Source: an optimization exercise on an open RTL-to-GDS flow (aim: small area). Production flows keep margins and buffers that such runs may drop. Function was not checked in any run shown here: the RTL went through the layout flow alone. No activity file was given, so power comes from the tool's default toggle rates.

===== flow/config.mk =====
export PLATFORM = sky130hd
export DESIGN_NAME = conv_top
export DESIGN_NICKNAME = conv_top
export VERILOG_FILES = /design/flow/design.v
export SDC_FILE = /design/flow/constraint.sdc
export NUM_CORES = 4
export LEC_CHECK = 0
export ABC_AREA = 1
export CAP_MARGIN = 20
export CORE_MARGIN = 2
export CORE_UTILIZATION = 70
export CTS_CLUSTER_DIAMETER = 80
export CTS_CLUSTER_SIZE = 30
export SLEW_MARGIN = 20

===== flow/constraint.sdc =====
create_clock -name core_clock -period 9.0 [get_ports {clk}]
set_input_delay 1.8000 -clock core_clock [delete_from_list [all_inputs] [get_ports {clk}]]
set_output_delay 1.8000 -clock core_clock [all_outputs]
set_load 0.01 [all_outputs]

===== flow/design.v =====
package conv_pkg;
    localparam int IN_W  = 18;    
    localparam int ACC_W = 41;    
    localparam int XN    = 37;    
    localparam int WN    = 26;    
endpackage
module conv_top (
    input  logic        clk,
    input  logic        reset,
    input  logic [17:0] i_in_data,
    input  logic        i_in_valid,
    input  logic [3:0]  i_in_user,
    output logic        o_in_ready,
    output logic [40:0] o_out_data,
    output logic        o_out_valid,
    input  logic        i_out_ready
);
    localparam int XN = conv_pkg::XN;
    localparam int WN = conv_pkg::WN;
    logic [XN*18-1:0] xr;
    logic [WN*18-1:0] wr;
    logic x_wr, w_wr;
    always_ff @(posedge clk) begin
        xr <= {x_wr ? i_in_data : xr[17:0], xr[XN*18-1:18]};
        wr <= {w_wr ? i_in_data : wr[17:0], wr[WN*18-1:18]};
    end
    typedef enum logic [1:0] {L_HDR, L_W, L_X} lstate_t;
    typedef enum logic [1:0] {C_IDLE, C_CALC, C_OUT} cstate_t;
    lstate_t ls;
    cstate_t cs;
    logic [5:0]  u;           
    logic [2:0]  si, sj;      
    logic [2:0]  k;
    logic [6:0]  n_w;         
    logic [2:0]  r, c;        
    logic [3:0]  dig;         
    logic [5:0]  rev;         
    logic [6:0]  ahead;       
    logic        in_hs, go, last, last_c, last_pos, adv, frame_done;
    wire w0 = (si == 3'd0) && (sj == 3'd0);
    wire wb = si[2] && si[0];                 
    assign ahead = n_w - {1'b0, r, c};
    always_comb begin
        case (ls)
            L_HDR:   o_in_ready = w0 && (u == 6'd0);
            L_W:     o_in_ready = ({si, sj} == n_w[5:0]);
            default: o_in_ready = !n_w[6] && (ahead < 7'(XN)) && (u == ahead[5:0]);
        endcase
    end
    assign in_hs = i_in_valid && o_in_ready;
    assign w_wr  = in_hs && ((ls == L_HDR && i_in_user[0]) || ls == L_W);
    assign x_wr  = in_hs && ((ls == L_HDR && !i_in_user[0]) || ls == L_X);
    assign go       = (cs == C_IDLE) && (ls == L_X) && (ahead >= 7'({k, 3'b000}) + 7'(k) - 7'd8) && wb;
    assign last     = (cs == C_CALC) && wb && (rev == 6'(XN - 1));
    assign last_c   = (c == 3'(8 - k));
    assign last_pos = last_c && (r == 3'(8 - k));
    assign adv      = (cs == C_OUT) && i_out_ready;
    assign frame_done = adv && last_pos;
    logic [6:0] u_t;
    assign u_t = 7'(u) + 7'd1 + (!(adv && !last_pos) ? 7'd0 : last_c ? 7'(XN) - 7'(k) : 7'(XN - 1));
    always_ff @(posedge clk) begin
        if (reset) begin
            u  <= '0;
            si <= '0;
            sj <= '0;
        end else begin
            u  <= (u_t >= 7'(XN)) ? 6'(u_t - 7'(XN)) : u_t[5:0];
            if (wb || sj == 3'd4) begin
                sj <= '0;
                si <= wb ? 3'd0 : si + 3'd1;
            end else begin
                sj <= sj + 3'd1;
            end
        end
    end
    always_ff @(posedge clk) begin
        if (reset) begin
            ls  <= L_HDR;
        end else if (frame_done) begin
            ls  <= L_HDR;
        end else if (in_hs) begin
            case (ls)
                L_HDR: begin
                    if (i_in_user[0]) begin
                        k   <= i_in_user[3:1];
                        n_w <= (i_in_user[3:1] == 3'd1) ? 7'o50 : 7'd1;
                        ls  <= L_W;
                    end else begin
                        n_w <= 7'd1;
                        ls  <= L_X;
                    end
                end
                L_W: begin
                    if (n_w[5] && n_w[3]) begin
                        n_w <= '0;
                        ls  <= L_X;
                    end else if (n_w[2:0] == k - 3'd1) begin
                        n_w <= (n_w[5:3] == k - 3'd1) ? 7'o50 : {1'b0, n_w[5:3] + 3'd1, 3'd0};
                    end else begin
                        n_w <= n_w + 7'd1;
                    end
                end
                default: n_w <= n_w + 7'd1;
            endcase
        end
    end
    logic tap;
    assign tap = (cs == C_CALC) && (si < k) && (sj < k) && (u == {si, sj});
    logic signed [24:0] acc;
    logic [17:0] lo;
    logic [18:0] wx;
    logic [2:0]  bd;
    logic        neg, one, two;
    logic [17:0] xh;
    logic [18:0] mag;
    logic [24:0] addend;
    logic signed [24:0] sum;
    assign wx  = {wr[17:0], 1'b0};
    assign bd  = 3'(wx >> {dig, 1'b0});
    assign neg = bd[2] && !(bd[1] && bd[0]);
    assign one = bd[1] ^ bd[0];
    assign two = (bd == 3'b011) || (bd == 3'b100);
    assign xh  = xr[17:0];
    assign mag = two ? {xh, 1'b0} : one ? {xh[17], xh} : 19'd0;
    assign addend = tap ? ({{6{mag[18]}}, mag} ^ {25{neg}}) : 25'd0;
    logic [25:0] cy;
    assign cy[0] = tap && neg;
    for (genvar i = 0; i < 25; i++) begin : g_fa
        assign sum[i]  = acc[i] ^ addend[i] ^ cy[i];
        assign cy[i+1] = (acc[i] & addend[i]) | (acc[i] & cy[i]) | (addend[i] & cy[i]);
    end
    always_ff @(posedge clk) begin
        if (go)        acc <= 25'($signed(wr[17:0]));    
        else if (last) acc <= sum >>> 2;
        else           acc <= sum;
        if (last)      lo  <= {sum[1:0], lo[17:2]};
    end
    always_ff @(posedge clk) begin
        if (reset) begin
            cs  <= C_IDLE;
            r   <= '0;
            c   <= '0;
        end else begin
            case (cs)
                C_IDLE: if (go) begin
                    cs  <= C_CALC;
                    dig <= '0;
                    rev <= '0;
                end
                C_CALC: begin
                    if (wb) rev <= rev + 6'd1;
                    if (last) begin
                        dig <= dig + 4'd1;
                        rev <= '0;
                        if (dig == 4'd8) cs <= C_OUT;
                    end
                end
                default: if (adv) begin
                    cs <= C_IDLE;
                    if (last_c) begin
                        c <= '0;
                        r <= last_pos ? 3'd0 : r + 3'd1;
                    end else begin
                        c <= c + 3'd1;
                    end
                end
            endcase
        end
    end
    assign o_out_valid = (cs == C_OUT);
    assign o_out_data  = {acc[22:0], lo};
endmodule

===== flow/run.sh =====
#!/bin/bash
# synth_recipe.tcl (not shown) runs the flow's synth.tcl, then flattens the netlist and writes it again
# the make line also repeats each setting of config.mk as NAME=value (left out here)
make -C /OpenROAD-flow-scripts/flow DESIGN_CONFIG=/design/flow/config.mk WORK_HOME=/design/flow/orfs CLKGATE_MAP_FILE= SYNTH_SCRIPT=/design/flow/synth_recipe.tcl finish

==> impl_metrics.ini, run 1 <==
[logic_synthesis]
avgSynthCellArea_um2 = 14.4
synth_edf_count = 38
syn-cell-area_mm2 = 0.0297
post_synth_num_cell_types = 48
synth.area.top_cells = dfxtp_1, edfxtp_1, nand2_1
async_reset_ff_share_pct = 0
synth_flop_cell = dfxtp_1
ys.warnings.count = 1
synthCells = 2066
synthesis.nets = 2161
netlist.top_cell.by_area = dfxtp_1
ys_ff_latch = 1219
ys_seq_area_share_pct = 83.3
netlist.area_leader.share_pct = 79.5

[clocking]
cts.clk_slew.worst_paths_ns = 0.12
clkLatencyLatePin_ns = 0.64
clk_path_buf_depth = 3
cts_buffers = 47
root_buffer = clkbuf_16
cts_tree = built
h-tree-depth = 2
cts_sinks = 1219
holdBufCountCts = 0

[global_route]
grt_start_max_net_pins = 45
grt_pass1_vias = 15000
antenna_found_initial = 1
gr-total-overflow = 0
grt_usage_pct = 25.8
grt_pass1_wl_um = 86200

[critical_path]
critPathSlowestCell = edfxtp_1
ff2ff_setup_slack_ns = -2.27
cp.required_ns = 9.50
cp-start-kind = flop
critPathKind = reg2reg
arrival_ns = 11.78
worstPathMaxFanout = 8
critPathMostFrequentCell = fa_2
max_stage_delay_ns = 0.50
critPathCaptureType = flop

[detailed_routing]
viasPerCell = 5.10
dr_total_vias = 14200
drtIter0Drc = 1212
drc = 0
wirelength_um = 55000
wl_per_cell_um = 19.8
ant_nets = 0
dr.pass1.iters = 6

[place]
dpl.hpwl_um = 32200
globalplace.congestion = 0.848
placed_cell_area_mm2 = 0.0316
port-buffer-count = 68

[cells_and_area]
fin_nets = 2332
finalInstanceArea_mm2 = 0.0330
drive_gt1_share_pct = 10.7
final_cell_mix = dfxtp_1, nand2_1, inv_1, buf_4, clkdlybuf4s50_1
num_antenna_cells = 0
syn2layout_area_growth_pct = 10.9
finish.utilization_pct = 78.7
final_common_cell = dfxtp_1

[sta]
rsz0062_at_grt = yes
relSlewSlack_pct = 44.1
worst_slew_pin_slew_ns = 0.836
fin_hold_ws_ns = 0.317
post-route-min-period_ns = 11.27
skew_ns = 0.0332
hold_viol_final = 0
slew_violations = 0
setup_slack_ns = -2.27
tns_ns = -14.68
period_share_pct = 125
setup_viol = 10
fmax_mhz = 88.7

[die]
die_x_um = 210
coreArea_mm2 = 0.0419
start_util_pct = 70.9
die_h_um = 210
dieArea_mm2 = 0.0442
io-pin-count = 69
rows = 75

[run_status]
so_faults = setup timing
status = finished with violations

[power]
power_density_mw_per_mm2 = 266
power_uw = 8790
ir_worst_vdd_mv = 0.257
power.leakage_uw = 0.0135

[min_path]
worst_hold_path_type = reg2reg

[run]
maxCapViolations = 0
-- power by group --
group          leakage, µW  switching (µW)  internal [µW]
clock network     0.000638            1560            992
logic              0.00290             134           92.1
registers          0.00994             159           5850
total               0.0135            1850           6940
-- metrics by stage --
step / std cells / setup slack, ns
after floorplan: 2066 / -1.75
after global placement: 2722 / -1.95
after detailed placement: 2722 / -2.13
after CTS: 2782 / -2.19
after global routing: 2785 / -2.54
final: 2785 / -2.27
-- final cells by class --
type                    count  area, µm²
clock inverters             7       97.6
flip-flops and latches   1219      24800
clock buffers              51       1210
multi-input cells         659       4240
inverters                 138        518
well taps                 539        674
fillers                  2161       8950
repair buffers            172       1470
-- final timing paths --
check	endpoint	depth (start not counted)	start
worst max register to register	acc[23]	40	dig[0]
worst max-delay path	acc[23]	40	dig[0]
worst min-delay path	xr[222]	0	xr[240]
worst min register to register	xr[222]	0	xr[240]
-- cell usage after synthesis, types with 9 or more instances --
master	number
a21oi_1	58
a22oi_1	15
a31oi_1	12
buf_4	24
clkbuf_1	15
dfxtp_1	1181
edfxtp_1	38
fa_1	26
ha_1	43
inv_1	137
nand2_1	212
nand3_1	30
nand4_1	13
nor2_1	58
nor3_1	16
o21ai_0	63
o21ai_1	13
o21ai_2	24
xnor2_1	9
xor2_1	19
-- sequential cells by signal, summed over array words and instances, names as in the netlist --
| register | cells |
|---|---|
| u | 6 |
| k | 3 |
| c | 3 |
| n_w | 7 |
| cs | 2 |
| si | 3 |
| wr | 468 |
| acc | 25 |
| dig | 4 |
| r | 3 |
| xr | 666 |
| ls | 2 |
| sj | 3 |
| lo | 18 |
| rev | 6 |
-- critical path: cells and delay by family, from the launching register on --
family | cells | cell delay [ns]
and+or+nand+nor | 6 | 0.62
xor gates and xnor gates | 1 | 0.17
adders and majority gates | 25 | 8.82
DFF | 1 | 0.50
buffers and inverters | 2 | 0.22
AOI/OAI and AO/OA | 6 | 0.78
-- what timing repair did --
item,in CTS,in global routing
endpoints found under the setup margin,10,10
buffers inserted,2,3
pin swaps,6,2
resized for setup,10,9
-- per-layer routing --
layer	up-vias	global-route usage (%)	wire [µm]
li1	6836	-	-
met1	6848	33.3	23200
met2	384	44.5	27200
met3	130	3.38	2420
met4	0	10.5	2220
met5	-	0	0
-- kinds of logic (layout without fill, tap and decap cells) --
kind of cell | count (synthesis) | count (layout) | synth area share (%)
adders and majority gates | 69 | 69 | 3.56
and+or+nand+nor | 349 | 349 | 5.01
xor gates and xnor gates | 29 | 29 | 0.879
AOI/OAI and AO/OA | 212 | 212 | 4.30
buffers and inverters | 188 | 368 | 2.91
DFF | 1219 | 1219 | 83.3
==> run 2: changes to the inputs <==
--- a/flow/config.mk
+++ b/flow/config.mk
@@ -10,5 +10,5 @@
 export CORE_MARGIN = 2
 export CORE_UTILIZATION = 70
-export CTS_CLUSTER_DIAMETER = 80
-export CTS_CLUSTER_SIZE = 30
+export CTS_CLUSTER_DIAMETER = 60
+export CTS_CLUSTER_SIZE = 24
 export SLEW_MARGIN = 20
==> run 2 against run 1 <==
Still fails the layout checks on setup timing. Combinational power barely moved. Critical path depth rose by 2. Clock skew rose by 0.022 ns. Total power rose by 3.7%. Worst hold slack got worse by 0.017 ns. Cell area rose by 1.1%. Core utilization rose by 0.87 points. First-iteration DRC count fell by 3.1%. Fmax fell by 0.31%.
==> impl_metrics.ini, run 2 <==
[cells_and_area]
final_common_cell = dfxtp_1
syn2layout_area_growth_pct = 12.2
largest_reg_flops = 666
instances_no_fill = 2800
largestRegisters = xr (666), wr (468), acc (25)
regMostFlops = xr
multi_input_area_mm2 = 0.00426
finalInstanceArea_mm2 = 0.0334
fillers = 2116
finish.utilization_pct = 79.5
fin_nets = 2344
seqCellArea_mm2 = 0.0248
drive_gt1_share_pct = 11.2
final_cell_mix = dfxtp_1, nand2_1, inv_1, buf_4, clkdlybuf4s50_1

[critical_path]
critPathMostFrequentCell = fa_2
crit_end = acc[23]
critPathSlowestCell = edfxtp_1
cp.required_ns = 9.55
arrival_ns = 11.86
cp-start-kind = flop
ff2ff_setup_slack_ns = -2.31
crit_start = dig[0]
critPathKind = reg2reg
worstPathMaxFanout = 5
rr_endpoint = acc[23]
r2r_cells = 42
critPathCaptureType = flop
max_stage_delay_ns = 0.49
r2r_start = dig[0]

[die]
coreArea_mm2 = 0.0419
start_util_pct = 70.9
dieArea_mm2 = 0.0442
die_x_um = 210
die_h_um = 210
rows = 75
io-pin-count = 69

[sta]
setup_viol = 10
slew_violations = 0
rsz0062_at_grt = yes
skew_ns = 0.0551
period_share_pct = 126
relSlewSlack_pct = 42.9
hold_viol_final = 0
setup_slack_ns = -2.31
fin_hold_ws_ns = 0.300
post-route-min-period_ns = 11.31
worst_slew_pin_slew_ns = 0.855
fmax_mhz = 88.4
tns_ns = -14.76

[power]
p_sw_uw = 1930
pwr-share-comb_pct = 2.5
ir_worst_vdd_mv = 0.293
pwr-share-seq_pct = 66.0
swShare_pct = 21.2
p_int_uw = 7180
clkPwrFrac_pct = 31.5
power.leakage_uw = 0.0136
power_density_mw_per_mm2 = 273

[place]
placedCellCount = 2722
port-buffer-count = 68
placed_cell_area_mm2 = 0.0316
dpl.hpwl_um = 32200
globalplace.congestion = 0.848

[global_route]
gr-total-overflow = 0
grt_usage_pct = 26.1
grt_pass1_wl_um = 86300
grt_start_max_net_pins = 45
grt_pass1_vias = 15000
antenna_found_initial = 4

[logic_synthesis]
avgSynthCellArea_um2 = 14.4
synth_common_cells = dfxtp_1, nand2_1, inv_1, o21ai_0
ys_seq_area_share_pct = 83.3
synth_flop_cell = dfxtp_1
synth.area.top_cells = dfxtp_1, edfxtp_1, nand2_1
ys.warnings.count = 1
synthCells = 2066
netlist.area_leader.share_pct = 79.5
syn-cell-area_mm2 = 0.0297
async_reset_ff_share_pct = 0
synthesis.nets = 2161
ys_ff_latch = 1219
netlist.top_cell.by_area = dfxtp_1
post_synth_num_cell_types = 48
synth_most_common_cell = dfxtp_1
synth_edf_count = 38

[detailed_routing]
ant_nets = 0
viasPerCell = 5.10
dr_total_vias = 14300
drtIter0Drc = 1175
wl_per_cell_um = 19.9
drc = 0
wirelength_um = 55800
dr.pass1.iters = 6

[clocking]
clk_path_buf_depth = 3
h-tree-depth = 2
clkLatencyLatePin_ns = 0.66
cts_tree = built
cts_buffers = 59
root_buffer = clkbuf_16
cts_sinks = 1219
cts.clk_slew.worst_paths_ns = 0.09
holdBufCountCts = 0

[run_status]
status = finished with violations
so_faults = setup timing

[min_path]
hold_start = wr[187]
worst_hold_path_type = reg2reg

[run]
maxCapViolations = 0
==> run 2: cell counts after synthesis <==
Identical to the previous run, type by type.
==> run 2: critical path, delay by kind of cell (launching register included) <==
| kind | cells | cell delay (ns) |
|---|---|---|
| AOI/OAI and AO/OA | 4 | 0.53 |
| xor gates and xnor gates | 1 | 0.17 |
| adders and majority gates | 25 | 8.83 |
| buffers and inverters | 5 | 0.44 |
| DFF | 1 | 0.49 |
| and+or+nand+nor | 7 | 0.72 |
==> run 2: final cells by class <==
| type | count | share of cell area, % |
|---|---|---|
| inverters | 138 | 1.55 |
| repair buffers | 172 | 4.38 |
| multi-input cells | 659 | 12.8 |
| diodes | 1 | 0.00750 |
| clock inverters | 8 | 0.420 |
| clock buffers | 64 | 4.55 |
| well taps | 539 | 2.02 |
| flip-flops and latches | 1219 | 74.3 |
==> run 2: what timing repair did <==
action                     4_1_cts  5_1_grt
pin swaps                        2        1
gates resized for setup          2       18
setup endpoints to repair       10       10
setup buffers                    1        4
==> run 2: how the worst min path moves through the flow <==
| stage | endpoint | depth (start not counted) |
|---|---|---|
| 2_1_floorplan | wr[0] | 0 |
| 3_3_place_gp | xr[122] | 0 |
| 3_5_place_dp | wr[350] | 0 |
| 4_1_cts | wr[169] | 0 |
| 5_1_grt | wr[277] | 0 |
| 6_report | wr[169] | 0 |
==> run 2: power by group through the flow <==
stage	clock, µW	combinational, µW	sequential [µW]
after CTS	2920	222	6020
after floorplan	0	139	6040
after global routing	3080	248	6050
final	2870	225	6010
after detailed placement	0	217	6110
after global placement	0	211	6080
==> run 2: layer usage <==
layer	track usage (%)	vias up	routed length [µm]
met5	0	-	23
li1	-	6868	-
met1	33.6	6839	23200
met2	43.6	431	27100
met4	11.7	4	2440
met3	4.83	138	3120
==> run 2: metrics by stage <==
step                setup WS [ns]  total power (µW)
floorplan                   -1.75              6180
global placement            -1.95              6290
detailed placement          -2.13              6330
CTS                         -2.28              9170
global route                -2.61              9380
finish                      -2.31              9110
==> run 2: cells by family after synthesis <==
family / after synthesis / synth area share (%)
flip-flops: 1219 / 83.3
AND/OR/NAND/NOR: 349 / 5.01
adder cells (fa/ha/maj): 69 / 3.56
buffers and inverters: 188 / 2.91
AO/OA/AOI/OAI: 212 / 4.30
XOR/XNOR: 29 / 0.879
==> run 3: changes to the inputs <==
--- a/flow/design.v
+++ b/flow/design.v
@@ -45,5 +45,5 @@
             L_HDR:   o_in_ready = w0 && (u == 6'd0);
             L_W:     o_in_ready = ({si, sj} == n_w[5:0]);
-            default: o_in_ready = !n_w[6] && (ahead < 7'(XN)) && (u == ahead[5:0]);
+            default: o_in_ready = !n_w[6] && !held && (ahead < 7'(XN)) && (u == ahead[5:0]);
         endcase
     end
@@ -51,5 +51,5 @@
     assign w_wr  = in_hs && ((ls == L_HDR && i_in_user[0]) || ls == L_W);
     assign x_wr  = in_hs && ((ls == L_HDR && !i_in_user[0]) || ls == L_X);
-    assign go       = (cs == C_IDLE) && (ls == L_X) && (ahead >= 7'({k, 3'b000}) + 7'(k) - 7'd8) && wb;
+    assign go       = (cs == C_IDLE) && (ls == L_X) && !held && (ahead >= 7'({k, 3'b000}) + 7'(k) - 7'd8) && wb;
     assign last     = (cs == C_CALC) && wb && (rev == 6'(XN - 1));
     assign last_c   = (c == 3'(8 - k));
@@ -57,13 +57,16 @@
     assign adv      = (cs == C_OUT) && i_out_ready;
     assign frame_done = adv && last_pos;
-    logic [6:0] u_t;
-    assign u_t = 7'(u) + 7'd1 + (!(adv && !last_pos) ? 7'd0 : last_c ? 7'(XN) - 7'(k) : 7'(XN - 1));
+    logic [2:0] hold;
+    wire        held = (hold != 3'd0);
     always_ff @(posedge clk) begin
         if (reset) begin
             u  <= '0;
+            hold <= '0;
             si <= '0;
             sj <= '0;
         end else begin
-            u  <= (u_t >= 7'(XN)) ? 6'(u_t - 7'(XN)) : u_t[5:0];
+            if (!held) u <= (u == 6'(XN - 1)) ? 6'd0 : u + 6'd1;
+            if (adv && !last_pos) hold <= last_c ? k : 3'd1;
+            else if (held) hold <= hold - 3'd1;
             if (wb || sj == 3'd4) begin
                 sj <= '0;
@@ -125,9 +128,17 @@
     assign addend = tap ? ({{6{mag[18]}}, mag} ^ {25{neg}}) : 25'd0;
     logic [25:0] cy;
-    assign cy[0] = tap && neg;
-    for (genvar i = 0; i < 25; i++) begin : g_fa
-        assign sum[i]  = acc[i] ^ addend[i] ^ cy[i];
-        assign cy[i+1] = (acc[i] & addend[i]) | (acc[i] & cy[i]) | (addend[i] & cy[i]);
+    logic        cy_lo, cy_q;
+    always_comb begin
+        cy[0] = tap && neg;
+        for (int i = 0; i < 25; i++) begin
+            sum[i]  = acc[i] ^ addend[i] ^ cy[i];
+            cy[i+1] = (acc[i] & addend[i]) | (acc[i] & cy[i]) | (addend[i] & cy[i]);
+            if (i == 11) begin
+                cy_lo   = cy[i+1];
+                cy[i+1] = cy_q;
+            end
+        end
     end
+    always_ff @(posedge clk) cy_q <= cy_lo;
     always_ff @(posedge clk) begin
         if (go)        acc <= 25'($signed(wr[17:0]));    
--- a/flow/config.mk
+++ b/flow/config.mk
@@ -10,5 +10,5 @@
 export CORE_MARGIN = 2
 export CORE_UTILIZATION = 70
-export CTS_CLUSTER_DIAMETER = 60
-export CTS_CLUSTER_SIZE = 24
+export CTS_CLUSTER_DIAMETER = 80
+export CTS_CLUSTER_SIZE = 30
 export SLEW_MARGIN = 20
==> run 3 against run 2 <==
The run now finishes clean. Final cell count decreased by 5.2%. Critical path depth decreased by 10. Clock skew decreased by 0.022 ns. Register-to-register slack improved by 2.8 ns. Routed wire length decreased by 1.6%. Global-route usage decreased by 0.48 points. Count of clock-buffer cells in the layout decreased by 14. Sequential cell count increased by 4. Synthesized area about the same. First-iteration DRC count decreased by 14%. Die area about the same.
==> impl_metrics.ini, run 3 <==
[sta]
hold_viol_final = 0
setup_viol = 0
tns_ns = 0
skew_ns = 0.0327
worst_slew_pin_slew_ns = 0.784
slew_violations = 0
fmax_mhz = 117
rsz0062_at_grt = no
period_share_pct = 94.9
post-route-min-period_ns = 8.54
relSlewSlack_pct = 47.7

[logic_synthesis]
synth_edf_count = 38
post_synth_num_cell_types = 57
synthCells = 2036
ys.warnings.count = 1
synth_flop_cell = dfxtp_1
ys_ff_latch = 1223
netlist.area_leader.share_pct = 79.8
synth_common_cells = dfxtp_1, nand2_1, inv_1, nor2_1, a21oi_1
avgSynthCellArea_um2 = 14.6
async_reset_ff_share_pct = 0
synth_most_common_cell = dfxtp_1
synth.area.top_cells = dfxtp_1, edfxtp_1, nand2_1
ys_seq_area_share_pct = 83.6
netlist.top_cell.by_area = dfxtp_1
syn-cell-area_mm2 = 0.0297
synthesis.nets = 2123

[power]
power.leakage_uw = 0.0130
power_density_mw_per_mm2 = 318
ir_worst_vdd_mv = 0.290
p_int_uw = 7830
power_uw = 10200
pwr-share-comb_pct = 5.1
clkPwrFrac_pct = 24.8
swShare_pct = 23.1
pwr-share-seq_pct = 70.1
p_sw_uw = 2360

[die]
die_x_um = 210
rows = 75
dieArea_mm2 = 0.0441
coreArea_mm2 = 0.0419
start_util_pct = 70.9
die_h_um = 210
io-pin-count = 69

[global_route]
antenna_found_initial = 3
gr-total-overflow = 0
use_met1_pct = 34.4
grt_usage_pct = 25.6
use_met2_pct = 43.9
busiest_layer = met2
met3_usage_pct = 4.53
grt_start_max_net_pins = 45
grt_pass1_vias = 14200
grt_pass1_wl_um = 84500

[critical_path]
arrival_ns = 9.03
cp.required_ns = 9.49
critPathKind = reg2reg
max_stage_delay_ns = 0.65
worstPathMaxFanout = 18
critPathCaptureType = flop
cp-start-kind = flop
critPathSlowestCell = edfxtp_1
critPathMostFrequentCell = fa_1

[cells_and_area]
final_cell_mix = dfxtp_1, nand2_1, inv_1, clkdlybuf4s50_1, nor2_1
final_common_cell = dfxtp_1
largestRegisters = xr (666), wr (468), acc (25)
drive_gt1_share_pct = 5.68
largest_reg_flops = 666
fillers = 2262
fin_nets = 2194
regMostFlops = xr
syn2layout_area_growth_pct = 7.82

[detailed_routing]
drc = 0
dr.pass1.iters = 5
drtIter0Drc = 1012
ant_nets = 0
viasPerCell = 5.10
wirelength_um = 55000
dr_total_vias = 13500
wl_per_cell_um = 20.7

[clocking]
h-tree-depth = 2
clkLatencyLatePin_ns = 0.63
holdBufCountCts = 0
cts_buffers = 47
root_buffer = clkbuf_16
cts_resized = 0
cts_tree = built
clk_path_buf_depth = 3
cts_sinks = 1223
cts.clk_slew.worst_paths_ns = 0.12
cts_setup_buffers = 0

[run_status]
status = no timing/DRC/antenna violations

[place]
dpl.hpwl_um = 31700
globalplace.congestion = 0.850
port-buffer-count = 68

[run]
maxCapViolations = 0

[min_path]
worst_hold_path_type = reg2reg
-- run 3: cell types whose count changed in the layout (fill, tap and decap cells not counted), moves of 13 or more --
cell and delta:
fa_2 -24, o21ai_0 -13, clkbuf_16 -13, buf_4 -99, nand2_1 -25, fa_1 +23
-- run 3: path summary, 6_finish.rpt --
kind | start | end | slack, ns | depth (start not counted)
setup / recovery | dig[0] | acc[22] | 0.46 | 32
hold / removal | xr[427] | xr[409] | 0.32 | 0
setup reg to reg | dig[0] | acc[22] | 0.46 | 32
hold reg to reg | xr[427] | xr[409] | 0.32 | 0
-- run 3: critical path, delay by kind of cell, from the launching register on --
family	cells	cell delay [ns]
adder cells (fa/ha/maj)	13	5.12
AND/OR/NAND/NOR	8	1.09
AO/OA/AOI/OAI	8	1.06
flip-flops	1	0.65
buffers and inverters	2	0.29
XOR/XNOR	1	0.19
-- run 3: power groups by stage --
stage	Combinational, µW	Sequential, µW	Clock [µW]
6_report	515	7140	2530
5_1_grt	572	7230	2730
4_1_cts	516	7160	2560
3_5_place_dp	503	7190	0
3_3_place_gp	486	7100	0
2_1_floorplan	377	6970	0
-- run 3: metal layers --
metal	share of wire (%)	wire, µm
met1	44	24200
met2	49	27000
met3	4.6	2530
met4	2.1	1160
met5	0.038	21
-- run 3: cells by family (layout without fill, tap and decap cells) --
| logic type | count (synthesis) | count (layout) | synth area share [%] |
|---|---|---|---|
| AO/OA/AOI/OAI | 197 | 197 | 4.28 |
| adder cells (fa/ha/maj) | 61 | 61 | 3.20 |
| AND/OR/NAND/NOR | 344 | 344 | 5.25 |
| buffers and inverters | 182 | 260 | 2.78 |
| XOR/XNOR | 29 | 29 | 0.879 |
| other | 0 | 1 | 0 |
| flip-flops | 1223 | 1223 | 83.6 |
-- run 3: area by class of cell --
cell class | count | area (µm²) | share of cell area (%)
multi-input combinational | 631 | 4050 | 12.6
clock inverter | 6 | 75.1 | 0.234
antenna | 1 | 2.50 | 0.00780
sequential | 1223 | 24900 | 77.5
tap | 539 | 674 | 2.10
timing repair buffer | 73 | 718 | 2.24
clock buffer | 50 | 1190 | 3.70
inverter | 131 | 492 | 1.53
-- run 3: stage by stage --
step	util, %	instance area, µm²	std cells	setup WS, ns	hold slack (ns)
2_1_floorplan	-	29700	2036	1.67	0.310
3_3_place_gp	73.4	30800	2597	0.908	0.310
3_5_place_dp	73.4	30800	2597	0.692	0.312
4_1_cts	76.4	32100	2653	0.494	0.316
5_1_grt	76.4	32100	2653	0.0671	0.322
6_report	76.4	32100	2654	0.463	0.315
==> run 4: changes to the inputs <==
--- a/flow/design.v
+++ b/flow/design.v
@@ -35,5 +35,4 @@
     logic [2:0]  r, c;        
     logic [3:0]  dig;         
-    logic [5:0]  rev;         
     logic [6:0]  ahead;       
     logic        in_hs, go, last, last_c, last_pos, adv, frame_done;
@@ -51,6 +50,6 @@
     assign w_wr  = in_hs && ((ls == L_HDR && i_in_user[0]) || ls == L_W);
     assign x_wr  = in_hs && ((ls == L_HDR && !i_in_user[0]) || ls == L_X);
-    assign go       = (cs == C_IDLE) && (ls == L_X) && !held && (ahead >= 7'({k, 3'b000}) + 7'(k) - 7'd8) && wb;
-    assign last     = (cs == C_CALC) && wb && (rev == 6'(XN - 1));
+    assign go       = (cs == C_IDLE) && (ls == L_X) && !held && (ahead >= 7'({k, 3'b000}) + 7'(k) - 7'd8) && wb && (u == 6'(XN - 1));
+    assign last     = (cs == C_CALC) && wb && (u == 6'(XN - 1));
     assign last_c   = (c == 3'(8 - k));
     assign last_pos = last_c && (r == 3'(8 - k));
@@ -157,11 +156,8 @@
                     cs  <= C_CALC;
                     dig <= '0;
-                    rev <= '0;
                 end
                 C_CALC: begin
-                    if (wb) rev <= rev + 6'd1;
                     if (last) begin
                         dig <= dig + 4'd1;
-                        rev <= '0;
                         if (dig == 4'd8) cs <= C_OUT;
                     end
--- a/flow/config.mk
+++ b/flow/config.mk
@@ -10,5 +10,6 @@
 export CORE_MARGIN = 2
 export CORE_UTILIZATION = 70
-export CTS_CLUSTER_DIAMETER = 80
-export CTS_CLUSTER_SIZE = 30
+export CTS_BUF_LIST = sky130_fd_sc_hd__clkbuf_8
+export CTS_CLUSTER_DIAMETER = 50
+export CTS_CLUSTER_SIZE = 18
 export SLEW_MARGIN = 20
==> run 4 against run 3 <==
Still clean on timing, DRC and antenna. First-iteration DRC count fell by 19%. Routed wire length fell by 19%. Synthesized area decreased by 1.5%. Combinational power fell by 7.2%. Worst hold slack got worse by 0.0027 ns. Core utilization rose by 0.56 points. Register-to-register slack gained 0.25 ns.
==> impl_metrics.ini, run 4 <==
[min_path]
hold_path_depth = 0
hold_start = wr[440]
worst_hold_path_type = reg2reg

[power]
power_density_mw_per_mm2 = 314
ir_worst_vdd_mv = 0.295
power.leakage_uw = 0.0130

[sta]
tns_ns = 0
setup_viol = 0
skew_ns = 0.0360
fmax_mhz = 121
rsz0062_at_grt = no
relSlewSlack_pct = 44.2
fin_hold_ws_ns = 0.312
slew_violations = 0
worst_slew_pin_slew_ns = 0.829
setup_slack_ns = 0.717
hold_viol_final = 0
period_share_pct = 92.0
post-route-min-period_ns = 8.28

[clocking]
holdBufCountCts = 0
cts.clk_slew.worst_paths_ns = 0.10
root_buffer = clkbuf_8
clkLatencyLatePin_ns = 0.69
cts_tree = built
cts_sinks = 1217
h-tree-depth = 3
cts_setup_buffers = 0
clk_path_buf_depth = 3
cts_resized = 0
cts_buffers = 81

[die]
die_x_um = 209
dieArea_mm2 = 0.0435
rows = 74
io-pin-count = 69
coreArea_mm2 = 0.0411
start_util_pct = 71.3
die_h_um = 209

[place]
placed_cell_area_mm2 = 0.0303
preCtsSetupSlack_ns = 0.832
port-buffer-count = 68
globalplace.congestion = 0.874
dpl.hpwl_um = 28800

[critical_path]
arrival_ns = 8.85
max_stage_delay_ns = 0.70
cp-start-kind = flop
crit_start = dig[0]
r2r_start = dig[0]
critPathMostFrequentCell = fa_1
critPathKind = reg2reg
critPathCaptureType = flop
r2r_cells = 30
critPathSlowestCell = edfxtp_1
worstPathMaxFanout = 18
cp.required_ns = 9.57

[cells_and_area]
syn2layout_area_growth_pct = 8.07
num_antenna_cells = 0
fin_nets = 2211
final_cell_mix = dfxtp_1, nand2_1, inv_1, clkbuf_8, nor2_1
finish.utilization_pct = 77.0
largestRegisters = xr (666), wr (468), acc (25)
regMostFlops = xr
finalInstanceArea_mm2 = 0.0317
drive_gt1_share_pct = 6.02
final_common_cell = dfxtp_1
largest_reg_flops = 666

[detailed_routing]
wirelength_um = 44300
dr_total_vias = 13000
ant_nets = 0
viasPerCell = 4.85
wl_per_cell_um = 16.6
drtIter0Drc = 816
drc = 0
dr.pass1.iters = 5

[global_route]
grt_start_max_net_pins = 45
grt_pass1_vias = 13100
grt_pass1_wl_um = 70400
antenna_found_initial = 3
grt_usage_pct = 21.0
gr-total-overflow = 0

[logic_synthesis]
synth_flop_cell = dfxtp_1
avgSynthCellArea_um2 = 14.5
synthesis.nets = 2109
ys_seq_area_share_pct = 84.3
netlist.top_cell.by_area = dfxtp_1
netlist.area_leader.share_pct = 81.0
ys.warnings.count = 1
ys_ff_latch = 1217
post_synth_num_cell_types = 47
synthCells = 2024
synth.area.top_cells = dfxtp_1, edfxtp_1, nand2_1
syn-cell-area_mm2 = 0.0293
synth_common_cells = dfxtp_1, nand2_1, inv_1, nor2_1
synth_most_common_cell = dfxtp_1
async_reset_ff_share_pct = 0
synth_edf_count = 32

[run]
maxCapViolations = 0

[run_status]
status = no timing/DRC/antenna violations
[run 4: cell count changes in the layout (fill, tap and decap cells not counted), sizes merged, moves of 7 or more]
cell    previous run  this run
o211ai            12         3
inv              134       126
a21oi             49        41
nand2            192       208
nand3             38        54
nor2              69        76
a22oi             15         0
clkbuf            50        82
[run 4: worst paths after layout]
kind                   to  slack (ns)
setup / recovery  acc[22]        0.72
hold / removal    wr[422]        0.31
hold reg to reg   wr[422]        0.31
setup reg to reg  acc[22]        0.72
[run 4: cells by family after synthesis]
group	Yosys count	share of synthesized area (%)
buffers and inverters	169	2.67
and+or+nand+nor	372	5.35
AOI/OAI and AO/OA	169	3.39
DFF	1217	84.3
xor gates and xnor gates	38	1.16
adders and majority gates	59	3.16
[run 4: report_power, final]
group	internal, µW	switching [µW]	total (µW)
sequential	6660	381	7040
clock	867	1560	2430
combinational	172	306	478
total	7700	2250	9950
[run 4: cell type report]
class	instances	area [µm²]
sequential	1217	24700
fill	2292	9460
multi-input combinational	638	3840
clock buffer	82	1130
timing repair buffer	73	718
tap	532	666
inverter	115	432
clock inverter	19	186
[run 4: worst max-delay path: cells and delay by family, from the launching register on]
kind | cells | cell delay, ns
XOR/XNOR | 1 | 0.19
adder cells (fa/ha/maj) | 13 | 5.35
buffers and inverters | 2 | 0.41
flip-flops | 1 | 0.70
AND/OR/NAND/NOR | 8 | 0.76
AO/OA/AOI/OAI | 6 | 0.75
[run 4: layer usage]
metal / wire [µm] / global-route usage (%) / vias up
met5: 0 / 0 / -
met4: 1260 / 7.34 / 0
met3: 1810 / 4.24 / 90
met2: 20200 / 33.2 / 250
met1: 21000 / 29.3 / 6119
li1: - / - / 6531
[run 4: through the flow]
step / power, µW / cells
floorplan: 7320 / 2024
global placement: 7550 / 2575
detailed placement: 7630 / 2575
CTS: 10000 / 2676
global route: 10300 / 2676
finish: 9950 / 2676

-- port drivers added, routing unchanged --
The results above use ideal ports. As a check the final layouts listed here were re-extracted and re-timed, cells and wires unchanged. Step 1: set_driving_cell puts a clkbuf_16 on clk and a buf_2 on each other input, an assumption about the parent block. Step 2 also shifts input and output timing later by t, the mid clock arrival at the registers, as if the neighbouring blocks saw the same clock. Three values: no drivers, after step 1, after step 2; two values: the first two.
run | shift t [ns] | setup slack, ns | hold slack, ns | slew at the worst register clock pin (ns)
run 1 | 0.684 | -2.274 / -2.274 / -2.274 | 0.317 / 0.317 / 0.317 | 0.12 / 0.12
run 2 | 0.697 | -2.309 / -2.309 / -2.309 | 0.300 / 0.300 / 0.300 | 0.11 / 0.11
run 3 | 0.672 | 0.463 / 0.463 / 0.463 | 0.315 / 0.315 / 0.315 | 0.12 / 0.12
run 4 | 0.730 | 0.717 / 0.717 / 0.717 | 0.312 / 0.312 / 0.312 | 0.12 / 0.12
